This is an optimization exercise on Yosys and OpenROAD, whose aim is small area, not a production implementation. RTL that was checked went through simulation tests only; none was proved equivalent to the original. Power is estimated from default activity; no workload was simulated.

==> 06-17: inputs <==
Design sound_top, start of the top module:
module sound_top (
	input  wire        clock,
	input  wire        reset,
	input  wire        ready,        
	input  wire [3:0]  game_state,
	input  wire        flash_busy,
	input  wire [7:0]  flash_data,
	output wire [22:0] flash_addr,
	output wire        flash_read,
	output logic       loaded,
	output logic [7:0] to_ac97_data
);
	localparam logic [3:0] GS_IDLE = 4'd0, GS_POP = 4'd4, GS_MISSED = 4'd9, GS_WHACKED = 4'd10;
	logic [3:0] k;         
	logic [1:0] region;    
	logic       rd;        
	logic       waiting;   
	logic [7:0] first_pop, first_missed, first_whacked;
	logic [7:0] cring [0:8];
	logic [3:0] cpos;       
	logic       cshift;     
	logic       cseek;      
	logic       at_start;   
	logic       ld_last;    
	logic       arrive;     
	assign ld_last = (region == 2'd0) ? (k == 4'd3) : (region == 2'd1) ? (k == 4'd4) : (k == 4'd2);
	assign arrive  = !loaded && waiting && !flash_busy;
	assign flash_read = rd;
	assign flash_addr = {12'd0, region == 2'd2, !region[1], region[0], 4'd0, k};
	logic [1:0] prev_eff;      
	logic       prev_idle;     
	logic       cfirst;        
	logic [1:0] ctgt;          
	logic [1:0] rsel;          
	logic       clip_done;
	logic [7:0] fir_x;
	logic [1:0] eff;
	logic [3:0] clip_last;
	logic       is_effect, entering, leaving_idle, stall, idle, advance, playing;
  ...
clock: 10.0 ns
lec_check: 0
abc_area: 1
cap_margin: 20
core_margin: 2
core_utilization: 60
cts_cluster_diameter: 120
cts_cluster_size: 30
place_density: 0.75
slew_margin: 20
synth_hierarchical: 1
standard.sh (not shown) runs the stock make flow with config.mk's settings and CLKGATE_MAP_FILE= SYNTH_SCRIPT=/design/flow/synth_recipe.tcl, a recipe that flattens the netlist after the stock synthesis.
==> flow/flow/run.sh <==
#!/bin/bash
# Own flow: the standard layout (standard.sh, unchanged synthesis) with the
# port buffers made from the smallest buffer cell, and clock tree synthesis
# without dummy balancing loads.
set -euo pipefail
bash standard.sh \
	BUFFER_PORTS_ARGS="-buffer_cell sky130_fd_sc_hd__buf_1" \
	CTS_ARGS="-sink_clustering_enable -repair_clock_nets -sink_clustering_size 30 -sink_clustering_max_diameter 120 -dont_use_dummy_load" \
	finish > flow_make.log 2>&1
==> inputs of 01-13, as changes to 06-17 <==
--- a/flow/design.v
+++ b/flow/design.v
@@ -17,11 +17,13 @@
 	logic [1:0] region;    
 	logic       rd;        
 	logic       waiting;   
 	logic [7:0] first_pop, first_missed, first_whacked;
 	logic [7:0] cring [0:8];
-	logic [3:0] cpos;       
+	logic [1:0] cpos_c;     
+	logic [1:0] cpos_o;     
+	logic       cpos_end;   
 	logic       cshift;     
 	logic       cseek;      
 	logic       at_start;   
 	logic       ld_last;    
 	logic       arrive;     
@@ -35,38 +37,36 @@
 	logic [1:0] ctgt;          
 	logic [1:0] rsel;          
 	logic       clip_done;
 	logic [7:0] fir_x;
 	logic [1:0] eff;
-	logic [3:0] clip_last;
 	logic       is_effect, entering, leaving_idle, stall, idle, advance, playing;
 	logic [7:0] clip_byte;     
 	logic [7:0] mix;           
 	logic [8:0] mix_c;
 	always_comb begin
-		eff       = 2'd1;
-		clip_last = 4'd2;
 		case (game_state)
-			GS_POP: ;
-			GS_MISSED:  begin eff = 2'd2; clip_last = 4'd6; end
-			GS_WHACKED: begin eff = 2'd3; clip_last = 4'd8; end
-			default: eff = 2'd0;
+			GS_POP:     eff = 2'd1;
+			GS_MISSED:  eff = 2'd2;
+			GS_WHACKED: eff = 2'd3;
+			default:    eff = 2'd0;
 		endcase
-		case (ctgt)
-			2'd2:    at_start = (cpos == 4'd3);
-			2'd3:    at_start = (cpos == 4'd7);
-			default: at_start = (cpos == 4'd0);
+		at_start = (cpos_c == ctgt) && (cpos_o == 2'd0);
+		case (cpos_c)
+			2'd2:    cpos_end = (cpos_o == 2'd3);
+			2'd3:    cpos_end = (cpos_o == 2'd1);
+			default: cpos_end = (cpos_o == 2'd2);
 		endcase
 	end
 	assign is_effect    = (eff != 2'd0);
 	assign idle         = (game_state == GS_IDLE);
 	assign entering     = is_effect && (eff != prev_eff);
 	assign leaving_idle = !idle && prev_idle;
 	assign stall        = flash_busy || rd || leaving_idle;
 	assign advance      = ready && !stall;
 	assign playing      = is_effect && !clip_done && !entering;
-	assign cshift       = loaded ? ((cseek && !at_start) || (advance && playing && !cfirst && cpos != clip_last))
+	assign cshift       = loaded ? ((cseek && !at_start) || (advance && playing && !cfirst && !cpos_end))
 	                             : (arrive && k != 4'd0);
 	always_ff @(posedge clock) begin
 		rsel <= cfirst ? ctgt : 2'd0;
 		if (cshift) begin
 			cring[0] <= loaded ? cring[8] : flash_data;
@@ -77,13 +77,20 @@
 			if (k == 4'd0 && region == 2'd0) first_pop     <= flash_data;
 			if (k == 4'd0 && region == 2'd1) first_missed  <= flash_data;
 			if (k == 4'd0 && region == 2'd2) first_whacked <= flash_data;
 		end
 		if (reset)
-			cpos <= 4'd0;
+		begin
+			cpos_c <= 2'd1;
+			cpos_o <= 2'd0;
+		end
 		else if (loaded && cshift)
-			cpos <= (cpos == 4'd8) ? 4'd0 : cpos + 4'd1;
+		begin
+			cpos_o <= cpos_end ? 2'd0 : cpos_o + 2'd1;
+			if (cpos_end)
+				cpos_c <= (cpos_c == 2'd3) ? 2'd1 : cpos_c + 2'd1;
+		end
 		if (reset) begin
 			k            <= 4'd0;
 			region       <= 2'd0;
 			rd           <= 1'b0;
 			waiting      <= 1'b0;
@@ -144,11 +151,11 @@
 					rd <= 1'b1;
 					to_ac97_data <= mix;
 					if (playing) begin
 						if (cfirst)
 							cfirst <= 1'b0;
-						else if (cpos == clip_last)
+						else if (cpos_end)
 							clip_done <= 1'b1;       
 					end
 				end
 			end
 		end
@@ -273,11 +280,11 @@
 		if (!ready)
 			r_age <= (r_age == 5'd0) ? 5'd30 : r_age - 5'd1;
 		if (reset) begin
 			win   <= 5'd0;
 			clear <= 1'b1;
-			sum   <= 18'd0;
+			sum   <= 18'd56;      
 			cpend <= 1'b0;
 		end else begin
 			if (ready)
 				win <= 5'd1;
 			else if (act)
==> flow/flow/run.sh (replaced) <==
#!/bin/bash
# Own flow: the standard layout (standard.sh, unchanged synthesis) with
# - the port buffers made from the smallest buffer cell (buf_1),
# - clock tree synthesis with fixed sink clusters, no dummy balancing loads
#   and clkbuf_4 for the root and inner tree buffers,
# - one tie cell for all the constant outputs (no per-load tie repair).
# make's output goes to flow_make.log; ORFS keeps each step's log under orfs/logs.
set -euo pipefail
bash standard.sh \
	BUFFER_PORTS_ARGS="-buffer_cell sky130_fd_sc_hd__buf_1" \
	CTS_ARGS="-sink_clustering_enable -repair_clock_nets -sink_clustering_size 30 -sink_clustering_max_diameter 120 -dont_use_dummy_load -root_buf sky130_fd_sc_hd__clkbuf_4 -tree_buf sky130_fd_sc_hd__clkbuf_4" \
	SKIP_REPAIR_TIE_FANOUT=1 \
	finish > flow_make.log 2>&1
Settings changed: ABC_AREA 1 to not set, CORE_UTILIZATION 60 to 55, PLACE_DENSITY 0.75 to 0.65.
==> comparison table <==
|  | 06-17 | 01-13 |
|---|---|---|
| Bufs and invs on worst path | 4 | 2 |
| Met3 layer usage reported by global route | 2.22% | 2.29% |
| Cell leakage power | 5.94 nW | 5.46 nW |
| Num rows | 56 | 58 |
| Fraction of area in multi-input gates | 26.6% | 27.4% |
| Fraction of power consumed by the clock network | 25.3% | 25.2% |
| Global-route met1 utilization | 26.2% | 23.9% |
| Routed WL per cell | 14.8 µm | 15.7 µm |
| Synth-to-Final Area Change | 5.36% | 4.81% |
| Number of gates on the worst path with buffers counted | 24 | 22 |
| Share of total power in sequential cells | 58.8% | 61.7% |
| Critical-path maximum fanout | 10 | 17 |
| Status | complete, no violations | complete, no violations |
| First-pass GRT wire length | 36,200 µm | 34,200 µm |
| Shortest clock period the worst path allows after layout | 7850 ps | 7870 ps |
The RTL of 06-17 was laid out without a check of its function.

what the ideal ports hide:
The flow's constraints put no driver on any port. The routed layouts listed below were extracted and timed again, unchanged, in two steps.
Step 1: set_driving_cell puts a clkbuf_16 on clock and a buf_2 on each other input, an assumption about the parent block.
Step 2 also shifts input and output timing later by t, the mid clock arrival at the registers, as if the neighbouring blocks saw the same clock.
a / b / c = ideal / step 1 / step 2; a / b = the first two.
run | shift t [ns] | setup slack, ns | latest minus earliest clock arrival (ns) | pins driven straight from the clock port
06-17 | 0.520 | 2.155 / 2.155 / 2.155 | 0.093 / 0.093 | 1
01-13 | 0.740 | 2.127 / 2.127 / 2.127 | 0.114 / 0.114 | 1
After both steps setup and hold are still met in every run listed.
